Background: an optimization exercise with open tools, aiming at small area, a short achievable clock period and few clock cycles per item. Do not read the settings as production practice.
No run shown here included a check of the RTL's function; only the layout flow was run.
Power is estimated from default activity; no workload was simulated.

==> design.v <==
`default_nettype none
package trit_dma_pkg;
    typedef logic [128-1:0] mword_t;
    typedef logic [28-1:0] maddr_t;
    typedef logic [32-1:0] sword_t;
    typedef logic [3-1:0] saddr_t;
    typedef logic [1:0] trit_t;
    typedef logic [2*27-1:0] trit_row_t;
    typedef logic [63:0] tick_t;
    typedef enum logic [1:0] {
        IDLE,
        LOAD,
        STORE,
        DONE
    } seq_state_t;
endpackage
`default_nettype wire
`timescale 1ns/1ps
`default_nettype none
module trit_dma_top (
    input  wire                       i_clk,
    input  wire                       i_arst,
    output logic                      o_finish_int,
    input  wire                       i_slave_write,
    input  wire                       i_slave_read,
    input  trit_dma_pkg::saddr_t      i_slave_address,
    input  trit_dma_pkg::sword_t      i_slave_writedata,
    input  wire [32/8-1:0]   i_slave_byteenable,
    output trit_dma_pkg::sword_t      o_slave_readdata,
    output logic                      o_slave_waitrequest,
    output logic                      o_slave_readdatavalid,
    output trit_dma_pkg::maddr_t      o_master_address,
    output logic                      o_master_read,
    output logic                      o_master_write,
    output trit_dma_pkg::mword_t      o_master_writedata,
    output logic [16-1:0]      o_master_byteenable,
    input  wire                       i_master_waitrequest,
    input  trit_dma_pkg::mword_t      i_master_readdata,
    input  wire                       i_master_readdatavalid
);
    localparam int DEPTH = 3;           
    localparam int PTR_W = (DEPTH > 1) ? $clog2(DEPTH) : 1;
    localparam int NB    = 16;
    localparam int LASTW = 6 - 1;
    trit_dma_pkg::sword_t src_reg;
    trit_dma_pkg::sword_t dst_reg;
    trit_dma_pkg::tick_t  tick_cnt;
    logic                 busy;
    logic                 finish;
    logic                 first;      
    logic                 start;
    assign o_slave_waitrequest   = 1'b0;
    assign o_slave_readdatavalid = i_slave_read;
    assign o_finish_int          = finish;
    assign start = i_slave_write && (i_slave_address == 3'd0) &&
                   i_slave_byteenable[0] && i_slave_writedata[1];
    always_ff @(posedge i_clk or posedge i_arst) begin
        if (i_arst) begin
            src_reg <= '0;
            dst_reg <= '0;
        end else if (i_slave_write) begin
            for (int i = 0; i < 32/8; i++) begin
                if (i_slave_byteenable[i]) begin
                    if (i_slave_address == 3'd1) src_reg[8*i +: 8] <= i_slave_writedata[8*i +: 8];
                    if (i_slave_address == 3'd2) dst_reg[8*i +: 8] <= i_slave_writedata[8*i +: 8];
                end
            end
        end
    end
    always_ff @(posedge i_clk or posedge i_arst) begin
        if (i_arst) begin
            tick_cnt <= '0;
        end else if (first) begin
            tick_cnt <= '0;
        end else if (busy) begin
            tick_cnt <= tick_cnt + 1'b1;
        end
    end
    logic [2:0]                 ra;
    trit_dma_pkg::sword_t       rd_odd;
    trit_dma_pkg::sword_t       rd_even;
    trit_dma_pkg::sword_t       rd_mux;
    logic                       rd_ok;
    assign ra      = i_slave_address;
    assign rd_odd  = ra[1] ? tick_cnt[31:0] : src_reg;           
    assign rd_even = ra[1] ? dst_reg : tick_cnt[63:32];          
    assign rd_mux  = ra[0] ? rd_odd : rd_even;
    assign rd_ok   = ra[0] ? !ra[2] : (ra[2] ? !ra[1] : ra[1]);   
    assign o_slave_readdata = (rd_mux & {32{rd_ok}}) |
                              {30'd0, (ra == 3'd0) ? {busy, finish} : 2'b00};
    logic [2:0]       rd_idx;     
    logic [2:0]       wr_idx;     
    logic [1:0]       avail;      
    logic [1:0]       cred;       
    logic             rd_q;
    logic             wr_q;
    logic             rd_acc;
    logic             wr_acc;
    logic             last_wr;
    logic [2:0]       rd_idx_n;
    logic [2:0]       wr_idx_n;
    logic [1:0]       avail_n;
    logic [1:0]       cred_n;
    logic             room_n;
    logic             rd_n;
    logic             wr_n;
    trit_dma_pkg::maddr_t addr_q;     
    assign o_master_read       = rd_q;
    assign o_master_write      = wr_q;
    assign rd_acc              = rd_q && !i_master_waitrequest;
    assign wr_acc              = wr_q && !i_master_waitrequest;
    assign last_wr             = wr_acc && (wr_idx == 3'(LASTW));
    assign o_master_byteenable = {16{1'b1}};
    assign o_master_address    = addr_q;
    assign rd_idx_n = rd_idx + 3'(rd_acc);
    assign wr_idx_n = wr_idx + 3'(wr_acc);
    assign avail_n  = avail + 2'(i_master_readdatavalid) - 2'(wr_acc);
    assign cred_n   = cred - 2'(rd_acc) + 2'(wr_acc);
    assign room_n   = (rd_idx_n != 3'(LASTW + 1)) && (cred_n != 2'd0);
    assign rd_n     = (rd_q && i_master_waitrequest) ||
                      (!(wr_q && i_master_waitrequest) && room_n);
    assign wr_n     = (wr_q && i_master_waitrequest) ||
                      (!(rd_q && i_master_waitrequest) && !room_n && (avail_n != 2'd0));
    always_ff @(posedge i_clk) begin
        if (start) begin
            addr_q <= src_reg[28-1:0];
        end else if (wr_n) begin
            addr_q <= dst_reg[28-1:0] + 28'(wr_idx_n);
        end else begin
            addr_q <= src_reg[28-1:0] + 28'(rd_idx_n);
        end
    end
    always_ff @(posedge i_clk or posedge i_arst) begin
        if (i_arst) begin
            busy   <= 1'b0;
            finish <= 1'b0;
            first  <= 1'b0;
            rd_q   <= 1'b0;
            wr_q   <= 1'b0;
            rd_idx <= '0;
            wr_idx <= '0;
            avail  <= '0;
            cred   <= '0;
        end else begin
            first <= start;
            if (start) begin
                busy   <= 1'b1;
                finish <= 1'b0;
                rd_q   <= 1'b1;
                wr_q   <= 1'b0;
                rd_idx <= '0;
                wr_idx <= '0;
                avail  <= '0;
                cred   <= 2'(DEPTH);
            end else begin
                rd_idx <= rd_idx_n;
                wr_idx <= wr_idx_n;
                avail  <= avail_n;
                cred   <= cred_n;
                if (last_wr) begin
                    busy   <= 1'b0;
                    finish <= 1'b1;
                    rd_q   <= 1'b0;
                    wr_q   <= 1'b0;
                end else if (busy) begin
                    rd_q <= rd_n;
                    wr_q <= wr_n;
                end
            end
        end
    end
    logic [2*NB-1:0]  buf_q [DEPTH];
    logic [DEPTH-1:0] rx_sel;     
    logic [DEPTH-1:0] wr_sel;     
    logic             tail_ok;    
    always_ff @(posedge i_clk or posedge i_arst) begin
        if (i_arst) begin
            rx_sel  <= DEPTH'(1);
            wr_sel  <= DEPTH'(1);
            tail_ok <= 1'b1;
        end else if (start) begin
            rx_sel  <= DEPTH'(1);
            wr_sel  <= DEPTH'(1);
            tail_ok <= 1'b1;
        end else begin
            if (i_master_readdatavalid) rx_sel <= {rx_sel[DEPTH-2:0], rx_sel[DEPTH-1]};
            if (wr_acc) begin
                wr_sel  <= {wr_sel[DEPTH-2:0], wr_sel[DEPTH-1]};
                tail_ok <= (wr_idx != 3'(LASTW - 1));
            end
        end
    end
    always_ff @(posedge i_clk) begin
        for (int e = 0; e < DEPTH; e++) begin
            if (i_master_readdatavalid && rx_sel[e]) begin
                for (int j = 0; j < NB; j++) buf_q[e][2*j +: 2] <= i_master_readdata[8*j +: 2];
            end
        end
    end
    always_comb begin
        logic [1:0] t;
        for (int j = 0; j < NB; j++) begin
            t = '0;
            for (int e = 0; e < DEPTH; e++) begin
                if (wr_sel[e] && (j == 0 || e != (LASTW % DEPTH) || tail_ok)) t = t | buf_q[e][2*j +: 2];
            end
            o_master_writedata[8*j +: 8] = {{6{t[1]}}, t};
        end
    end
endmodule
`default_nettype wire
==> flow/run.sh <==
#!/bin/bash
set -euo pipefail
cd "$(dirname "$0")/.."
bash standard.sh BUFFER_PORTS_ARGS="-buffer_cell sky130_fd_sc_hd__buf_1" finish > standard_flow.log 2>&1
==> standard.sh <==
#!/bin/bash
# synth_recipe.tcl (not shown) runs the flow's synth.tcl, then flattens the netlist and writes it again
# the make line also repeats each setting of config.mk as NAME=value (left out here)
make -C /OpenROAD-flow-scripts/flow DESIGN_CONFIG=/design/flow/config.mk WORK_HOME=/design/flow/orfs CLKGATE_MAP_FILE= SYNTH_SCRIPT=/design/flow/synth_recipe.tcl "${@:-finish}"
==> config.mk <==
export PLATFORM = sky130hd
export DESIGN_NAME = trit_dma_top
export DESIGN_NICKNAME = trit_dma_top
export VERILOG_FILES = /design/flow/design.v
export SDC_FILE = /design/flow/constraint.sdc
export NUM_CORES = 4
export LEC_CHECK = 0
export CAP_MARGIN = 20
export CORE_MARGIN = 2
export CORE_UTILIZATION = 65
export CTS_CLUSTER_DIAMETER = 100
export CTS_CLUSTER_SIZE = 25
export SETUP_SLACK_MARGIN = 2.0
export SLEW_MARGIN = 20
export TNS_END_PERCENT = 0
==> constraint.sdc <==
create_clock -name core_clock -period 5.0 [get_ports {i_clk}]
set_input_delay 1.0000 -clock core_clock [delete_from_list [all_inputs] [get_ports {i_clk}]]
set_output_delay 1.0000 -clock core_clock [all_outputs]
set_load 0.01 [all_outputs]
==> qor.txt, run 1 <==
top_reg_cell synth = dfrtp_1
CTS clk-pin slew, worst paths = 0.10 ns
# DRC = 0
Initial Util = 0.659
Worst Tran Pin Value = 0.932 ns
drt initial violations = 1079
CTS max path bufs = 3
via count = 10987
die area = 0.0233 mm2
RD Place Congestion = 0.986
biggest regs = buf_q (96), tick_cnt (64)
Final Slew Violations = 0
CTS root buffer = clkbuf_16
P&R area growth vs syn = 10.6%
total length of routed wires = 37600 um
Max IR drop VDD = 0.314 mV
Async S/R FF share, synth = 0.547
fraction of layout cells with a size suffix above 1 = 0.140
first-pass GRT wire length = 58600 um
Final setup viols = 0
Final nets = 1653
met3 usage = 0.0404
per-cell routed wire length = 21.5 um
syn_area_per_cell = 11.2 um2
Num CTS Buffers = 14
Hold Path Class = flip-flop to flip-flop
Leak = 6.26 nW
First-pass DRT Iterations = 8
Total Neg Setup Slack = 0 ns
Crit Path Category = input pin to output pin
Die H = 153 um
synthesized area = 0.0143 mm2
status = no timing/DRC/antenna violations
Biggest register = buf_q
largest net degree at the start of global routing = 151
critical hold path startpoint = src_reg[30]
worst r2r src = wr_q
Critical Path Source = i_slave_address[1]
Max H-tree Level = 1
core area = 0.0218 mm2
crit-path max FO = 7
Clock Sinks = 274
grt total ovfl = 0
CTS tree = built
Tcrit/Tclk final = 0.629
layer with the highest usage = met2
Final Hold Viols = 0
fmax = 0.318 GHz
dpl hpwl = 26400 um
GR Util All Layers = 0.319
Mapped Cells = 1284
RSZ-0062 raised after global routing = true
power density cells = 499 mW/mm2
MaxCap Viol Count = 0
Rel. slew slack = 0.376
Arr. time, crit path = 2.15 ns
Detail Route Antenna Nets = 0
Synth top area share = 0.257
post-synthesis register bit count = 274
Setup Skew = 0.0169 ns
Seq/Total Area, Yosys = 0.502
die span in x = 153 um
initial antenna violation count = 2
vias in the first global route = 10423
Worst-Skew Late Latency = 0.49 ns
max FFs per register = 96
critical path launch point type = input pin
routed vias/inst = 6.27
count of cell types in the netlist = 73
Hold Buf Count CTS = 0
WHS = 0.514 ns
synth top area cells = dfrtp_1, edfxtp_1, buf_4, mux4_2, mux2_2
Worst Path Required = 4.00 ns
Worst Setup End Kind = output pin
Tmin final = 3.15 ns
io pins = 382
Synth area leader = dfrtp_1
M2 GR Usage = 0.532
PortBufs = 266
Synth warnings = 2
number of synthesized flops with an enable pin = 96
row count = 54
met1 Resource Use GR = 0.445
==> synth_stat cells, types with 4 or more instances <==
| cell type | count |
|---|---|
| nand2_1 | 77 |
| mux4_2 | 32 |
| buf_2 | 7 |
| o22ai_1 | 4 |
| inv_1 | 54 |
| xor2_1 | 45 |
| nor2b_1 | 37 |
| mux2i_1 | 13 |
| and3_1 | 16 |
| nor3_1 | 19 |
| and2_1 | 22 |
| dfxtp_1 | 28 |
| o211ai_1 | 11 |
| a21oi_1 | 51 |
| nor2_1 | 73 |
| buf_1 | 5 |
| nand4_1 | 46 |
| or3_1 | 21 |
| a222oi_1 | 32 |
| nand3_1 | 41 |
| edfxtp_1 | 96 |
| ha_1 | 15 |
| xnor2_1 | 15 |
| clkbuf_1 | 46 |
| and4_1 | 11 |
| o21ai_0 | 44 |
| mux2_2 | 58 |
| o221a_2 | 4 |
| a31oi_1 | 5 |
| or4_1 | 15 |
| o22a_1 | 4 |
| a21o_1 | 4 |
| dfrtp_1 | 147 |
| buf_4 | 115 |
| o31ai_1 | 8 |
| nor4_1 | 12 |
==> power breakdown <==
group          switching, mW  total [mW]  internal [mW]
Clock                  0.691        1.26          0.566
Combinational           2.01        3.46           1.45
Sequential             0.457        3.20           2.74
Total                   3.16        7.92           4.76
==> repair_timing <==
item | in CTS | in global routing
cloned | 3 | 2
pin swaps | 4 | 11
resized for setup | 28 | 28
setup buffers | 10 | 17
endpoints found under the setup margin | 199 | 151
==> layer usage <==
layer  wire, um  vias up
met5          0        -
met4       1180        0
met3       2770       80
met2      18500      532
met1      15200     5432
li1           -     4943
==> worst max-delay path, stage by stage <==
cell	delay (ns)
clkbuf_16	0.13
buf_12	0.13
mux4_2	0.55
nor2b_2	0.20
buf_1	0.13
==> placed cells by master, fill, tap and decap left out, drive strengths merged, types with 15 or more instances in the layout <==
cell	netlist	final
buf	128	317
dfrtp	147	147
edfxtp	96	96
nand2	77	77
nor2	74	74
mux2	58	58
inv	54	53
a21oi	51	51
nand4	47	48
xor2	45	45
o21ai	44	44
nand3	41	41
nor2b	37	37
a222oi	32	32
mux4	32	32
dfxtp	28	28
clkbuf	47	27
and2	22	23
or3	21	21
nor3	21	21
conb	2	17
and3	16	16
xnor2	15	15
or4	15	15
ha	15	15
==> stage by stage <==
step                      std cells  cell area [um2]  worst slack [ns]   util  power, mW
after floorplan                1299            14400              1.41      -       5.73
after global placement         1695            14900             0.833  0.683       6.31
after detailed placement       1695            14900             0.761  0.683       6.34
after CTS                      1732            15500              1.77  0.715       7.74
after global routing           1753            15900              1.81  0.729       8.36
final                          1753            15900              1.85  0.729       7.92
==> area by class of cell <==
type                       count  area (um2)
multi-input combinational    798        6070
timing repair buffer         321        1610
tap                          280         350
clock buffer                  24         409
fill                        1599        5900
inverter                      54         206
sequential                   274        7210
antenna                        2        5.00
==> path summary, 6_finish.rpt <==
| kind | cells past startpoint | endpoint | slack, ns |
|---|---|---|---|
| setup reg to reg | 11 | addr_q[27] | 1.99 |
| min in group asynchronous | 3 | tick_cnt[62] | 0.73 |
| hold / removal | 1 | src_reg[30] | 0.51 |
| setup / recovery | 5 | o_slave_readdata[31] | 1.85 |
| hold reg to reg | 1 | src_reg[30] | 0.51 |
| max in group asynchronous | 3 | wr_sel[1] | 3.63 |
==> cell families after synthesis <==
kind of cell,after synthesis,share of synthesized area
buffers and inverters,229,0.0913
AO/OA/AOI/OAI,192,0.0934
other,2,0.000524
flip-flops,274,0.502
XOR/XNOR,62,0.0399
adder cells (fa/ha/maj),17,0.0159
multiplexers,103,0.105
AND/OR/NAND/NOR,405,0.152
==> run 2: changes to the inputs <==
--- a/design.v
+++ b/design.v
@@ -15,4 +15,37 @@
     } seq_state_t;
 endpackage
+`default_nettype wire
+`timescale 1ns/1ps
+`default_nettype none
+module addr_hi_inc (
+    input  wire [28-4:0] i_base,
+    input  wire                   i_carry,
+    output logic [28-4:0] o_addr
+);
+    assign o_addr = i_base + (28-3)'(i_carry);
+endmodule
+`default_nettype wire
+`timescale 1ns/1ps
+`default_nettype none
+module readback_lane (
+    input  wire [3-1:0] i_addr,
+    input  wire [7:0]             i_op,
+    input  wire [7:0]             i_src,
+    input  wire [7:0]             i_dst,
+    input  wire [7:0]             i_tick_lo,
+    input  wire [7:0]             i_tick_hi,
+    output logic [7:0]            o_bit
+);
+    always_comb begin
+        case (i_addr)
+            3'd0:      o_bit = i_op;
+            3'd1:     o_bit = i_src;
+            3'd2:     o_bit = i_dst;
+            3'd3: o_bit = i_tick_lo;
+            3'd4: o_bit = i_tick_hi;
+            default:         o_bit = 8'd0;
+        endcase
+    end
+endmodule
 `default_nettype wire
 `timescale 1ns/1ps
@@ -77,16 +110,13 @@
         end
     end
-    logic [2:0]                 ra;
-    trit_dma_pkg::sword_t       rd_odd;
-    trit_dma_pkg::sword_t       rd_even;
-    trit_dma_pkg::sword_t       rd_mux;
-    logic                       rd_ok;
-    assign ra      = i_slave_address;
-    assign rd_odd  = ra[1] ? tick_cnt[31:0] : src_reg;           
-    assign rd_even = ra[1] ? dst_reg : tick_cnt[63:32];          
-    assign rd_mux  = ra[0] ? rd_odd : rd_even;
-    assign rd_ok   = ra[0] ? !ra[2] : (ra[2] ? !ra[1] : ra[1]);   
-    assign o_slave_readdata = (rd_mux & {32{rd_ok}}) |
-                              {30'd0, (ra == 3'd0) ? {busy, finish} : 2'b00};
+    logic [32-1:0] op_word;
+    assign op_word = {30'd0, busy, finish};
+    for (genvar i = 0; i < 32/8; i++) begin : g_rd
+        readback_lane rd_lane_i (
+            .i_addr(i_slave_address), .i_op(op_word[8*i +: 8]), .i_src(src_reg[8*i +: 8]),
+            .i_dst(dst_reg[8*i +: 8]), .i_tick_lo(tick_cnt[8*i +: 8]),
+            .i_tick_hi(tick_cnt[32+8*i +: 8]), .o_bit(o_slave_readdata[8*i +: 8])
+        );
+    end
     logic [2:0]       rd_idx;     
     logic [2:0]       wr_idx;     
@@ -105,5 +135,8 @@
     logic             rd_n;
     logic             wr_n;
-    trit_dma_pkg::maddr_t addr_q;     
+    logic [2:0]           addr_lo;    
+    logic                 addr_cy;    
+    logic [28-4:0] addr_hi_src;
+    logic [28-4:0] addr_hi_dst;
     assign o_master_read       = rd_q;
     assign o_master_write      = wr_q;
@@ -112,5 +145,7 @@
     assign last_wr             = wr_acc && (wr_idx == 3'(LASTW));
     assign o_master_byteenable = {16{1'b1}};
-    assign o_master_address    = addr_q;
+    addr_hi_inc src_hi_i (.i_base(src_reg[28-1:3]), .i_carry(addr_cy), .o_addr(addr_hi_src));
+    addr_hi_inc dst_hi_i (.i_base(dst_reg[28-1:3]), .i_carry(addr_cy), .o_addr(addr_hi_dst));
+    assign o_master_address    = {wr_q ? addr_hi_dst : addr_hi_src, addr_lo};
     assign rd_idx_n = rd_idx + 3'(rd_acc);
     assign wr_idx_n = wr_idx + 3'(wr_acc);
@@ -124,9 +159,9 @@
     always_ff @(posedge i_clk) begin
         if (start) begin
-            addr_q <= src_reg[28-1:0];
+            {addr_cy, addr_lo} <= {1'b0, src_reg[2:0]};
         end else if (wr_n) begin
-            addr_q <= dst_reg[28-1:0] + 28'(wr_idx_n);
+            {addr_cy, addr_lo} <= {1'b0, dst_reg[2:0]} + {1'b0, wr_idx_n};
         end else begin
-            addr_q <= src_reg[28-1:0] + 28'(rd_idx_n);
+            {addr_cy, addr_lo} <= {1'b0, src_reg[2:0]} + {1'b0, rd_idx_n};
         end
     end
--- a/config.mk
+++ b/config.mk
@@ -13,3 +13,4 @@
 export SETUP_SLACK_MARGIN = 2.0
 export SLEW_MARGIN = 20
+export SYNTH_HIERARCHICAL = 1
 export TNS_END_PERCENT = 0
==> run 2 against run 1 <==
Still clean. Global-route usage down 4.8 points. Final area down 4.2%. Total power fell by 19%. Sequential cell count is 24 lower. Utilization is 0.64 points lower. Clock skew down 0.0032 ns. Fmax down 5.1%. Critical path type is now flip-flop to output pin. Final cell count fell by 2.9%. Largest cell class unchanged. Sequential power shrank 12%. Register-to-register slack about the same.
==> qor.txt, run 2 <==
dpl hpwl = 22600 um (-14%)
fmax = 0.302 GHz (-5.1%)
Clock power frac = 0.202 (+0.043)
CTS tree = built
Leak = 6.19 nW (-1.1%)
syn_area_per_cell = 11.3 um2 (+1.4%)
Post-Route Utilization = 0.723 (-0.00643)
Synth area leader = dfrtp_1
Clock Sinks = 250 (-8.8%)
initial antenna violation count = 1 (-1)
Mapped Cells = 1232 (-4.0%)
synthesized area = 0.0139 mm2 (-2.7%)
commonest cells in the synthesized netlist = dfrtp_1, buf_4, edfxtp_1
max FFs per register = 96 (unchanged)
Max IR drop VDD = 0.345 mV (+9.8%)
synth top area cells = dfrtp_1, edfxtp_1, mux2_2, buf_4, mux2_4
Critical Path Source = dst_reg[3]
Tmin final = 3.31 ns (+0.168 ns)
Setup Skew = 0.0137 ns (-0.00317 ns)
die area = 0.0226 mm2 (-2.7%)
Worst Tran Pin Value = 0.834 ns (-0.0983 ns)
RD Place Congestion = 0.852 (-14%)
Final nets = 1611 (-2.5%)
Crit Path Category = flip-flop to output pin
Final Hold Viols = 0 (unchanged)
sequential share of power = 0.440 (+0.036)
First-pass DRT Iterations = 5 (-3)
Num CTS Buffers = 14 (unchanged)
number of synthesized flops with an enable pin = 96 (unchanged)
worst r2r src = wr_q
Arr. time, crit path = 2.31 ns (+0.16 ns)
Seq/Total Area, Yosys = 0.482 (-0.0203)
most frequent cells in the layout = buf_1, dfrtp_1, edfxtp_1
row count = 53 (-1.9%)
Internal Power = 4.06 mW (-15%)
PortBufs = 266 (unchanged)
Synth top area share = 0.264 (+0.00725)
worst setup path endpoint = o_master_address[27]
top_reg_cell synth = dfrtp_1
GR Util All Layers = 0.271 (-0.0480)
Final setup viols = 0 (unchanged)
# DRC = 0 (unchanged)
first-pass GRT wire length = 48500 um (-17%)
CTS root buffer = clkbuf_16
grt total ovfl = 0 (unchanged)
Synth warnings = 9 (+7)
Detail Route Antenna Nets = 0 (unchanged)
count of cell types in the netlist = 63 (-14%)
Hold Path Class = flip-flop to flip-flop
Initial Util = 0.663 (+0.00428)
Biggest register = buf_q
Max H-tree Level = 1 (unchanged)
core area = 0.0210 mm2 (-3.4%)
Sw Share = 0.366 (-0.0334)
Reg-to-Reg End = addr_lo[1]
io pins = 382 (unchanged)
Final Slew Violations = 0 (unchanged)
largest net degree at the start of global routing = 151 (unchanged)
fraction of layout cells with a size suffix above 1 = 0.158 (+0.0183)
MaxCap Viol Count = 0 (unchanged)
critical path launch point type = flip-flop
drt initial violations = 651 (-40%)
Comb pwr share = 0.358 (-0.079)
Psw = 2.34 mW (-26%)
biggest regs = buf_q (96), tick_cnt (64)
Tcrit/Tclk final = 0.663 (+0.0335)
routed vias/inst = 5.78 (-7.8%)
Worst Path Required = 4.00 ns (about the same)
crit-path max FO = 5 (-2)
via count = 9841 (-10%)
power density cells = 422 mW/mm2 (-16%)
CTS max path bufs = 3 (unchanged)
Die H = 150 um (-1.3%)
Rel. slew slack = 0.443 (+0.0666)
status = no timing/DRC/antenna violations
per-cell routed wire length = 18.5 um (-14%)
most common cell after layout, fill and taps aside = buf_1
vias in the first global route = 9368 (-10%)
Worst-Skew Late Latency = 0.50 ns (about the same)
total length of routed wires = 31500 um (-16%)
Total Neg Setup Slack = 0 ns (unchanged)
CTS clk-pin slew, worst paths = 0.10 ns (about the same)
count leader, synth = dfrtp_1
reg-to-reg slack, setup = 1.98 ns (about the same)
RSZ-0062 raised after global routing = true
post-synthesis register bit count = 250 (-8.8%)
Async S/R FF share, synth = 0.600 (+0.0526)
Worst Setup End Kind = output pin
Register-to-Register Path Depth = 11 (unchanged)
P&R area growth vs syn = 8.92%
Fillers = 1595 (-0.25%)
die span in x = 150 um (-1.3%)
==> run 2: area by class of cell <==
cell class,count,area (um2),share of cell area
antenna,1,2.50,0.000165
timing repair buffer,292,1250,0.0824
clock inverter,3,53.8,0.00354
clock buffer,21,398,0.0262
sequential,250,6740,0.443
tap,275,344,0.0227
multi-input combinational,808,6200,0.408
inverter,53,203,0.0133
==> run 2: what timing repair did <==
item                                    in CTS  in global routing
hold buffers                                 0                  0
buffers inserted                             9                  2
gates resized for setup                     36                 11
pin swaps                                    9                  1
endpoints found under the setup margin     217                187
==> run 2: how the worst min path moves through the flow <==
stage | start | endpoint | slack [ns] | depth (start not counted)
after global placement | rx_sel[1] | rx_sel[1] | 0.49 | 2
after floorplan | rx_sel[2] | rx_sel[2] | 0.47 | 2
final | rx_sel[2] | rx_sel[2] | 0.52 | 2
after global routing | src_reg[30] | src_reg[30] | 0.54 | 1
after CTS | rx_sel[2] | rx_sel[2] | 0.52 | 2
after detailed placement | rx_sel[2] | rx_sel[2] | 0.50 | 2
==> run 2: logic make-up after synthesis <==
kind of cell,after synthesis,share of synthesized area
other,2,0.000539
AO/OA/AOI/OAI,173,0.0912
flip-flops,250,0.482
adder cells (fa/ha/maj),19,0.0181
multiplexers,129,0.112
XOR/XNOR,106,0.0676
buffers and inverters,219,0.0943
AND/OR/NAND/NOR,334,0.134
==> run 2: per-layer routing <==
| layer | wire length, um | global-route usage | vias up | share of wire |
|---|---|---|---|---|
| met5 | 0 | 0 | - | 0 |
| met4 | 547 | 0.0585 | 0 | 0.017 |
| met3 | 1560 | 0.0288 | 33 | 0.049 |
| met2 | 16100 | 0.477 | 300 | 0.51 |
| met1 | 13300 | 0.366 | 4841 | 0.42 |
| li1 | - | - | 4667 | - |
==> run 2: worst max-delay path, cell delays in order (launching register included) <==
cell	delay [ns]
dfrtp_1	0.41
ha_4	0.19
ha_4	0.16
nand3_4	0.08
nor4_4	0.16
buf_6	0.17
nand3_1	0.10
xnor2_1	0.14
mux2_2	0.28
buf_2	0.14
==> run 2: power by group through the flow <==
| stage | clock network [mW] | registers, mW | logic (mW) |
|---|---|---|---|
| global route | 1.38 | 2.86 | 2.58 |
| global placement | 0 | 2.84 | 2.20 |
| floorplan | 0 | 2.70 | 2.09 |
| CTS | 1.31 | 2.82 | 2.30 |
| finish | 1.29 | 2.82 | 2.29 |
| detailed placement | 0 | 2.84 | 2.24 |
==> run 2: stage by stage <==
stage / cell area [um2] / instances / worst slack [ns] / total power [mW] / hold slack, ns
after floorplan: 14100 / 1277 / 2.09 / 4.79 / 0.474
after global placement: 14500 / 1667 / 1.13 / 5.04 / 0.492
after detailed placement: 14500 / 1667 / 1.27 / 5.08 / 0.501
after CTS: 15100 / 1700 / 1.69 / 6.43 / 0.523
after global routing: 15200 / 1703 / 1.61 / 6.82 / 0.539
final: 15200 / 1703 / 1.69 / 6.40 / 0.522
==> run 2: Yosys stat by module (local to each module, per instance) <==
module / cell area, um2 / cells inside / flip-flops and latches / times used
trit_dma_top: 11500 / 932 / 250 / 1
addr_hi_inc: 510 / 64 / 0 / 2
readback_lane: 359 / 43 / 0 / 4

[separate check: timing with driven ports]
In the flow no input, the clock included, has a driving cell. The finished layouts below were timed again as built, in two steps.
Step 1: set_driving_cell puts a clkbuf_16 on i_clk and a buf_2 on each other input, an assumption about the parent block.
Step 2 also shifts input and output timing later by t, the mid clock arrival at the registers, as if the neighbouring blocks saw the same clock.
Slacks: ideal ports / drivers / drivers and shift; pairs: ideal ports / drivers.
run | shift t [ns] | setup WS [ns] | worst register clock-pin slew, ns | worst slew at a driven data input, ns
run 1 | 0.535 | 1.853 / 1.782 / 1.359 | 0.11 / 0.11 | 0.09
run 2 | 0.529 | 1.686 / 1.640 / 1.632 | 0.11 / 0.11 | 0.08
After both steps every run listed still meets setup and hold. For run 1, which loses most, drivers alone change the setup slack by -0.071 ns; drivers and shift together by -0.494 ns.
